Background: an optimization exercise with open tools, aiming at a short achievable clock period and few clock cycles. Do not read the settings as production practice. The RTL was checked by simulation tests, not by an equivalence proof against the original design. No activity file was given, so power comes from the tool's default toggle rates.

$ cat flow/config.mk
export PLATFORM = sky130hd
export DESIGN_NAME = rv32i_core
export DESIGN_NICKNAME = rv32i_core
export VERILOG_FILES = /design/flow/design.v
export SDC_FILE = /design/flow/constraint.sdc
export NUM_CORES = 8
export LEC_CHECK = 0
export CAP_MARGIN = 20
export CORE_MARGIN = 2
export CORE_UTILIZATION = 40
export PLACE_DENSITY = 0.6
export SLEW_MARGIN = 20
$ cat flow/constraint.sdc
create_clock -name core_clock -period 13.0 [get_ports {clock}]
set_input_delay 2.6000 -clock core_clock [delete_from_list [all_inputs] [get_ports {clock}]]
set_output_delay 2.6000 -clock core_clock [all_outputs]
set_load 0.01 [all_outputs]
$ cat flow/design.v
package rv_pkg;
   typedef logic [31:0] word_t;
   typedef logic [31:0] addr_t;
   typedef logic [4:0]  reg_index_t;
   typedef logic [6:0]  opcode_t;
   typedef struct packed {
      logic branch;
      logic jalr;
      logic jal;
      logic lui;
      logic auipc;
      logic reg_imm;
      logic reg_reg;
      logic load;
      logic store;
      logic fence;
   } op_class_t;
   typedef struct packed {
      op_class_t  op_class;
      reg_index_t rd;
      reg_index_t rs1;
      reg_index_t rs2;
      logic [2:0] funct3;
      logic       alt;
      word_t      imm;
      logic       legal;
   } decoded_t;
   typedef struct packed {
      addr_t      pc;
      reg_index_t rd;
      word_t      rd_value;
      logic       rd_write;
   } retire_t;
   typedef enum logic [1:0] {
      SEQ_FETCH,
      SEQ_DECODE,
      SEQ_EXECUTE,
      SEQ_HALT
   } seq_state_t;
endpackage
`timescale 1ns/1ns
module rv32i_core (
   input  logic        clock,
   input  logic        rst_n,
   output logic        wb_cyc,
   output logic        wb_stb,
   output logic [31:0] wb_adr,
   input  logic [31:0] wb_dat,
   input  logic        wb_ack,
   output logic        retire_valid,
   output logic [31:0] retire_pc,
   output logic [4:0]  retire_rd,
   output logic [31:0] retire_rd_value,
   output logic        retire_rd_write,
   output logic        halted
);
   localparam int BTB_BITS = 4;
   localparam int BTB_N    = 1 << BTB_BITS;
   localparam int TAG_W    = 32 - 2 - BTB_BITS + 1;    
   logic [31:0] fpc;         
   logic        fcyc;        
   logic        fdisc;       
   logic [31:0] fsaved;      
   logic        hpend;       
   logic        halt_q;
   logic               btb_v   [0:BTB_N-1];
   logic [TAG_W-1:0]   btb_tag [0:BTB_N-1];
   logic [31:0]        btb_tgt [0:BTB_N-1];
   logic [1:0]         btb_ctr [0:BTB_N-1];
   logic        d_valid;
   logic [31:0] d_ir;
   logic [31:0] d_pc;
   logic        d_hit;
   logic [1:0]  d_ctr;
   logic        d_pred;
   logic [31:0] rf   [1:31];
   logic        rf_v [1:31];
   logic        x_valid;
   logic [31:0] x_pc;
   logic [4:0]  x_rd;
   logic        x_wr;        
   logic        x_ill;       
   logic        x_br;
   logic        x_jalr;
   logic        x_pred;      
   logic [31:0] x_alt;       
   logic [31:0] x_tgt;       
   logic        x_hit;
   logic [1:0]  x_ctr;
   logic [31:0] x_a;
   logic [31:0] x_b;
   logic [31:0] x_pre;       
   logic        x_sub;
   logic        x_s_add, x_s_sll, x_s_slt, x_s_sltu, x_s_xor, x_s_sr, x_s_or, x_s_and, x_s_pre;
   logic        x_sra;
   logic        x_c_eq, x_c_lt, x_c_ltu, x_c_inv;
   logic        r_valid;
   logic [31:0] r_pc;
   logic [4:0]  r_rd;
   logic [31:0] r_val;
   logic        r_wr;
   logic [31:0] add_b;
   logic [31:0] add_out;
   logic [31:0] sll_out, srl_out, sra_out;
   logic        eq, lt, ltu;
   logic [31:0] x_result;
   logic        taken;
   logic        x_redirect;
   logic [31:0] x_target;
   logic        x_halt;
   assign add_b   = x_sub ? ~x_b : x_b;
   assign add_out = x_a + add_b + {31'd0, x_sub};
   assign sll_out = x_a << x_b[4:0];
   assign srl_out = x_a >> x_b[4:0];
   assign sra_out = 32'($signed(x_a) >>> x_b[4:0]);
   assign eq      = (x_a == x_b);
   assign lt      = ($signed(x_a) < $signed(x_b));
   assign ltu     = (x_a < x_b);
   assign x_result = ({32{x_s_add}}  & add_out)
                   | ({32{x_s_sll}}  & sll_out)
                   | ({32{x_s_slt}}  & {31'd0, lt})
                   | ({32{x_s_sltu}} & {31'd0, ltu})
                   | ({32{x_s_xor}}  & (x_a ^ x_b))
                   | ({32{x_s_sr}}   & (x_sra ? sra_out : srl_out))
                   | ({32{x_s_or}}   & (x_a | x_b))
                   | ({32{x_s_and}}  & (x_a & x_b))
                   | ({32{x_s_pre}}  & x_pre);
   assign taken      = ((x_c_eq & eq) | (x_c_lt & lt) | (x_c_ltu & ltu)) ^ x_c_inv;
   assign x_redirect = x_valid & (x_jalr | (x_br & (taken ^ x_pred)));
   assign x_target   = x_jalr ? {add_out[31:1], 1'b0} : x_alt;
   assign x_halt     = x_valid & x_ill;
   logic [6:0]  op;
   logic [2:0]  f3;
   logic [4:0]  rs1, rs2, rd;
   logic        alt;
   logic        is_lui, is_auipc, is_jal, is_jalr, is_br, is_opi, is_op, is_fence, legal;
   logic [31:0] imm_i, imm_b, imm_j, imm_u, imm_t;
   logic [31:0] tgt, pc4;
   logic [31:0] rv1, rv2, opa, opb;
   logic        dr_jal, dr_bt, dr_bad;
   logic        d_redirect;
   logic [31:0] d_target;
   logic        d_take;
   logic        kill;        
   assign op  = d_ir[6:0];
   assign rd  = d_ir[11:7];
   assign f3  = d_ir[14:12];
   assign rs1 = d_ir[19:15];
   assign rs2 = d_ir[24:20];
   assign alt = (d_ir[31:25] == 7'b0100000);
   assign is_lui   = (op == 7'h37);
   assign is_auipc = (op == 7'h17);
   assign is_jal   = (op == 7'h6f);
   assign is_jalr  = (op == 7'h67);
   assign is_br    = (op == 7'h63);
   assign is_opi   = (op == 7'h13);
   assign is_op    = (op == 7'h33);
   assign is_fence = (op == 7'h0f);
   assign legal    = is_lui | is_auipc | is_jal | is_jalr | is_br | is_opi | is_op | is_fence;
   assign imm_i = {{20{d_ir[31]}}, d_ir[31:20]};
   assign imm_b = {{19{d_ir[31]}}, d_ir[31], d_ir[7], d_ir[30:25], d_ir[11:8], 1'b0};
   assign imm_j = {{11{d_ir[31]}}, d_ir[31], d_ir[19:12], d_ir[20], d_ir[30:21], 1'b0};
   assign imm_u = {d_ir[31:12], 12'd0};
   assign imm_t = is_jal ? imm_j : is_br ? imm_b : imm_u;
   assign tgt   = d_pc + imm_t;
   assign pc4   = d_pc + 32'd4;
   assign rv1 = (x_valid && x_wr && x_rd == rs1) ? x_result :
                (rs1 != 5'd0 && rf_v[rs1]) ? rf[rs1] : 32'd0;
   assign rv2 = (x_valid && x_wr && x_rd == rs2) ? x_result :
                (rs2 != 5'd0 && rf_v[rs2]) ? rf[rs2] : 32'd0;
   assign opa = rv1;
   assign opb = (is_opi || is_jalr) ? imm_i : rv2;
   assign kill = x_halt | hpend | halt_q;
   assign dr_jal = is_jal;
   assign dr_bt  = is_br & ~d_hit & d_ir[31];
   assign dr_bad = d_pred & ~is_br;
   assign d_redirect = d_valid & (dr_jal | dr_bt | dr_bad) & ~x_redirect & ~kill;
   assign d_target   = (dr_jal | dr_bt) ? tgt : pc4;
   assign d_take     = is_br & (d_pred | dr_bt);
   logic [BTB_BITS-1:0] f_idx;
   logic                f_hit;
   logic                f_pred;
   logic [31:0]         f_next;
   logic                ack;
   assign f_idx  = fpc[2 +: BTB_BITS];
   assign f_hit  = btb_v[f_idx] && (btb_tag[f_idx] == {fpc[31:2+BTB_BITS], fpc[1]});
   assign f_pred = f_hit && btb_ctr[f_idx][1];
   assign f_next = f_pred ? btb_tgt[f_idx] : fpc + 32'd4;
   assign ack    = fcyc & wb_ack;
   assign wb_cyc = fcyc;
   assign wb_stb = fcyc;
   assign wb_adr = fpc;
   always_ff @(posedge clock or negedge rst_n) begin
      if (!rst_n) begin
         fpc     <= 32'd0;
         fcyc    <= 1'b1;
         fdisc   <= 1'b0;
         hpend   <= 1'b0;
         halt_q  <= 1'b0;
         d_valid <= 1'b0;
         x_valid <= 1'b0;
         r_valid <= 1'b0;
      end else begin
         if (ack) begin
            if (x_redirect)      fpc <= x_target;
            else if (d_redirect) fpc <= d_target;
            else if (fdisc)      fpc <= fsaved;
            else                 fpc <= f_next;
            fdisc <= 1'b0;
         end else if (x_redirect || d_redirect) begin
            fdisc <= 1'b1;
         end
         if ((x_halt || hpend) && !halt_q) begin
            if (ack || !fcyc) begin
               fcyc   <= 1'b0;
               halt_q <= 1'b1;
               hpend  <= 1'b0;
            end else begin
               hpend  <= 1'b1;
            end
         end
         d_valid <= ack & ~fdisc & ~x_redirect & ~d_redirect & ~kill;
         x_valid <= d_valid & ~x_redirect & ~kill;
         r_valid <= x_valid & ~x_ill;
      end
   end
   always_ff @(posedge clock) begin
      if (!ack) begin
         if (x_redirect)      fsaved <= x_target;
         else if (d_redirect) fsaved <= d_target;
      end
   end
   always_ff @(posedge clock) begin
      d_ir   <= wb_dat;
      d_pc   <= fpc;
      d_hit  <= f_hit;
      d_ctr  <= btb_ctr[f_idx];
      d_pred <= f_pred;
   end
   always_ff @(posedge clock) begin
      x_pc     <= d_pc;
      x_rd     <= rd;
      x_wr     <= (is_lui | is_auipc | is_jal | is_jalr | is_opi | is_op) & (rd != 5'd0);
      x_ill    <= ~legal;
      x_br     <= is_br;
      x_jalr   <= is_jalr;
      x_pred   <= d_take;
      x_alt    <= d_take ? pc4 : tgt;
      x_tgt    <= tgt;
      x_hit    <= d_hit;
      x_ctr    <= d_ctr;
      x_a      <= opa;
      x_b      <= opb;
      x_pre    <= is_lui ? imm_u : is_auipc ? tgt : pc4;
      x_sub    <= is_op & alt & (f3 == 3'b000);
      x_sra    <= alt;
      x_s_add  <= (is_op | is_opi) & (f3 == 3'b000);
      x_s_sll  <= (is_op | is_opi) & (f3 == 3'b001);
      x_s_slt  <= (is_op | is_opi) & (f3 == 3'b010);
      x_s_sltu <= (is_op | is_opi) & (f3 == 3'b011);
      x_s_xor  <= (is_op | is_opi) & (f3 == 3'b100);
      x_s_sr   <= (is_op | is_opi) & (f3 == 3'b101);
      x_s_or   <= (is_op | is_opi) & (f3 == 3'b110);
      x_s_and  <= (is_op | is_opi) & (f3 == 3'b111);
      x_s_pre  <= is_lui | is_auipc | is_jal | is_jalr;
      x_c_eq   <= (f3[2:1] == 2'b00);
      x_c_lt   <= (f3[2:1] == 2'b10);
      x_c_ltu  <= (f3[2:1] == 2'b11);
      x_c_inv  <= f3[0] & (f3[2:1] != 2'b01);
   end
   always_ff @(posedge clock) begin
      for (int i = 1; i < 32; i++) begin
         if (x_valid && x_wr && x_rd == 5'(i)) rf[i] <= x_result;
      end
   end
   always_ff @(posedge clock or negedge rst_n) begin
      if (!rst_n) begin
         for (int i = 1; i < 32; i++) rf_v[i] <= 1'b0;
      end else begin
         for (int i = 1; i < 32; i++) begin
            if (x_valid && x_wr && x_rd == 5'(i)) rf_v[i] <= 1'b1;
         end
      end
   end
   always_ff @(posedge clock or negedge rst_n) begin
      if (!rst_n) begin
         for (int i = 0; i < BTB_N; i++) btb_v[i] <= 1'b0;
      end else if (x_valid && x_br && (taken || x_hit)) begin
         btb_v[x_pc[2 +: BTB_BITS]] <= 1'b1;
      end
   end
   always_ff @(posedge clock) begin
      if (x_valid && x_br && (taken || x_hit)) begin
         btb_tag[x_pc[2 +: BTB_BITS]] <= {x_pc[31:2+BTB_BITS], x_pc[1]};
         btb_tgt[x_pc[2 +: BTB_BITS]] <= x_tgt;
         if (!x_hit)
            btb_ctr[x_pc[2 +: BTB_BITS]] <= 2'b10;
         else if (taken)
            btb_ctr[x_pc[2 +: BTB_BITS]] <= (x_ctr == 2'b11) ? 2'b11 : x_ctr + 2'b01;
         else
            btb_ctr[x_pc[2 +: BTB_BITS]] <= (x_ctr == 2'b00) ? 2'b00 : x_ctr - 2'b01;
      end
   end
   always_ff @(posedge clock) begin
      r_pc  <= x_pc;
      r_rd  <= x_rd;
      r_val <= x_result;
      r_wr  <= x_wr;
   end
   assign retire_valid    = r_valid;
   assign retire_pc       = r_pc;
   assign retire_rd       = r_rd;
   assign retire_rd_value = r_val;
   assign retire_rd_write = r_wr;
   assign halted          = halt_q;
endmodule
$ cat flow/run.sh
#!/bin/bash
# synth_recipe.tcl (not shown) runs the flow's synth.tcl, then flattens the netlist and writes it again
# the make line also repeats each setting of config.mk as NAME=value (left out here)
make -C /OpenROAD-flow-scripts/flow DESIGN_CONFIG=/design/flow/config.mk WORK_HOME=/design/flow/orfs CLKGATE_MAP_FILE= SYNTH_SCRIPT=/design/flow/synth_recipe.tcl finish
==> run notes <==
[through the flow]
stage | utilization (%) | hold WS, ns | setup slack (ns) | std cells | area (um^2)
finish | 46.4 | 0.326 | 6.05 | 11300 | 122000
global route | 46.3 | 0.335 | 5.98 | 11300 | 122000
CTS | 46.2 | 0.325 | 6.28 | 11200 | 121000
detailed placement | 42.8 | 0.315 | 6.27 | 10700 | 112000
global placement | 42.8 | 0.314 | 6.38 | 10700 | 112000
floorplan | - | 0.310 | 3.33 | 7302 | 106000
[kinds of logic (layout without fill, tap and decap cells)]
group,Yosys count,in the layout,share of synthesized area [%]
and+or+nand+nor,1400,1400,6.55
other,0,49,0
adders and majority gates,164,164,1.96
buffers and inverters,641,1062,2.47
AOI/OAI and AO/OA,1968,1968,13.6
DFF,2442,2442,65.7
muxes,504,504,8.14
xor gates and xnor gates,183,183,1.53
[final cells by class]
type,instances,area share (%)
inverter,158,0.490
tap,3515,3.62
antenna,49,0.101
multi-input combinational,4219,28.3
sequential,2442,57.0
clock inverter,108,1.02
timing repair buffer,418,2.98
clock buffer,378,6.43
[per-layer routing]
| layer | wire, um | global-route usage, % | part of all wire, % | vias up |
|---|---|---|---|---|
| li1 | - | - | - | 29900 |
| met1 | 160000 | 41.9 | 36 | 39000 |
| met2 | 186000 | 46.1 | 42 | 7579 |
| met3 | 64700 | 11.0 | 14 | 2105 |
| met4 | 37100 | 21.0 | 8.3 | 31 |
| met5 | 324 | 0.249 | 0.072 | - |
[synth_stat cells, types with 85 or more instances]
cell         n
dfxtp_1    356
a21oi_1    257
o21ai_0    235
nand3_1    180
ha_1       162
a221oi_1   188
dfrtp_1     85
a22oi_1    595
mux4_2     278
a22o_1     168
inv_1      153
nor2_1     354
edfxtp_1  2000
nand4_1    138
clkbuf_1   358
xor2_1      96
nand2_1    337
xnor2_1     86
mux2i_1    202
[worst min-delay path by stage]
stage,slack [ns],endpoint,cells past startpoint,from
after floorplan,0.31,x_ctr[0]$_DFF_P_,0,d_ctr[0]$_DFF_P_
after global placement,0.31,x_ctr[1]$_DFF_P_,0,d_ctr[1]$_DFF_P_
after detailed placement,0.31,x_ctr[1]$_DFF_P_,0,d_ctr[1]$_DFF_P_
after CTS,0.33,x_ctr[0]$_DFF_P_,0,d_ctr[0]$_DFF_P_
after global routing,0.34,x_ctr[1]$_DFF_P_,0,d_ctr[1]$_DFF_P_
final,0.33,x_ctr[0]$_DFF_P_,0,d_ctr[0]$_DFF_P_
[report_power, final]
part / switching (uW) / leakage [uW] / internal [uW]
clock: 3200 / 0.00441 / 4690
sequential: 46.9 / 0.0219 / 8390
combinational: 381 / 0.0143 / 168
==> impl_results.md <==
- Status: failed layout checks
- Violated checks: capacitance limit, slew limit
- Buffer count from post-CTS setup fixing: 0
- Critical Path AT: 7.49 ns
- Crit. End Element: flop
- Initial antenna violation count: 51
- Clk sinks: 2442
- Yosys warnings: 37
- Crit path cell chain: inv_1, ha_1, nor4_1, nand4b_1, a21oi_1, nor4_1, o221ai_1, and2_1, xnor2_1, nor2_1, nor3b_2, nor2b_4, buf_4
- Overflow after GRT: 0
- Syn Nets: 7501
- DRC viols: 0
- TritonCTS Buffers: 279
- PostCTS Resize Cnt: 0
- Clock latency (worst-skew pair): 0.97 ns
- GP Congestion: 0.977
- Worst path buffer plus inverter count: 2
- Static Leak: 0.0407 uW
- Area of the core: 262000 um^2
- Critical path type: flop to flop
- CP required: 13.55 ns
- Slew Limit Headroom: -27.5%
- Mean Syn Cell Area: 14.4 um^2
- Worst hold-check path type: flop to flop
- Initial Utilization: 40.2%
- Syn Inst Count: 7302
- Most common cell on crit path: nor4_1
- CP max stage delay: 0.86 ns
- # H-tree levels: 5
- Post-CTS Hold Buffers: 0
- Clock Skew: 0.108 ns
- Clock Path Buffers: 4
- Crit-path leading delay family: simple AND/OR/NAND/NOR gates
- Dominant synthesized flop cell: edfxtp_1
- Initial DRT Pass Iterations: 13
- Mapped cell area: 106000 um^2
- Worst vdd ir: 0.154 mV
- FF-to-FF setup slack: 6.05 ns
- Vias in the first global route: 73400
- Synthesized flop and latch total: 2442
- Largest area contributor in the netlist: edfxtp_1
- Setup TNS: 0 ns
- Root Driver: clkbuf_16
- CTS tree: done
- Tot Pwr: 16900 uW
- # setup viols final: 0
- Layout cells sized above 1: 15.7%
- Post-route clock period utilization: 53.4%
- Count of final hold-check violations: 0
- Max reg flops: 992
- Largest register by flop count: rf
- Reg2Reg Capture Point: btb_tgt[14][11]$_DFFE_PP_
- R2R depth: 13
- WL final: 448 mm
- 1st-iter DRT viols: 16500
- Worst setup path end: btb_tgt[14][11]$_DFFE_PP_
- Slowest-stage cell, CP: nor4_1
- Yosys cell types: 96
- Final net count: 7717
- Tmin final: 6.95 ns
- Die X: 518 um
- Via Count: 78600
- Most common cell after layout, fill and taps aside: edfxtp_1
- Pwr dens: 139 nW/um^2
- Vias/cell: 6.96
- FF+latch area: 69400 um^2
- Critical Path Start: x_a[13]$_DFF_P_
- Clk slew on worst S/H paths: 0.06 ns
- Post-synth EDFFs: 2000
- Top cells by area in the synthesized netlist: edfxtp_1 57%, dfxtp_1 6.8%, mux4_2 5.9%, a22oi_1 4.2%, dfrtp_1 2.0%
- First-pass GRT wire length: 608 mm
- Row count: 188
- F_max: 0.144 GHz
- Unrepaired setup endpoints after global routing: no
- Largest net degree at the start of global routing: 93
- Seq/Total Area, Yosys: 65.7%
- DIE AREA: 268000 um^2
- Die height: 518 um
- R2R Path Start: x_a[13]$_DFF_P_
- Most frequent cells in the layout: 2000 x edfxtp_1, 595 x a22oi_1, 349 x dfxtp_1
- Top Ports: 141
- Maxcap violations: 1
- Drt wl/cell: 39.7 um
- Area taken by multi-input logic gates: 34400 um^2
- Top cell type's share of synthesized area: 56.9%
- Worst path depth: 13
- Critical path fanouts, max: 44
- Worst setup SP type: flop
- Number of nets still failing antenna checks after routing: 0
- PortBufs: 140
- Async SR Flop Fraction: 3.52%
- HPWL Detailed: 262 mm
- Max Slew Vio Count: 8
- Total track usage: 32.3%
- Fill cell count: 22700
- Worst slew pin tran: 1.90 ns
- Area Overhead vs Synth: 15.3%
Testbench counts, summed over its fixed seeds: cycles 90,610.

re-timing with driven ports:
In the flow no input, the clock included, has a driving cell. The finished layout below was timed again as built, in two steps.
Step 1, drivers: a clkbuf_16 drives clock and a buf_2 each remaining input, both assumed.
Step 2 times the ports against the registers' clock, not the clock port: input delays grow and output delays shrink by t, the midpoint of the rising clock arrivals with the driver on.
Slacks: ideal / step 1 / step 2; pairs: ideal / step 1.
t, ns: 1.016
slack for setup (ns): 6.053 / 6.053 / 6.053
worst data-port slew with drivers (ns): 0.15
The setup slack of this run moves by 0.000 ns with the drivers and by 0.000 ns with both steps.
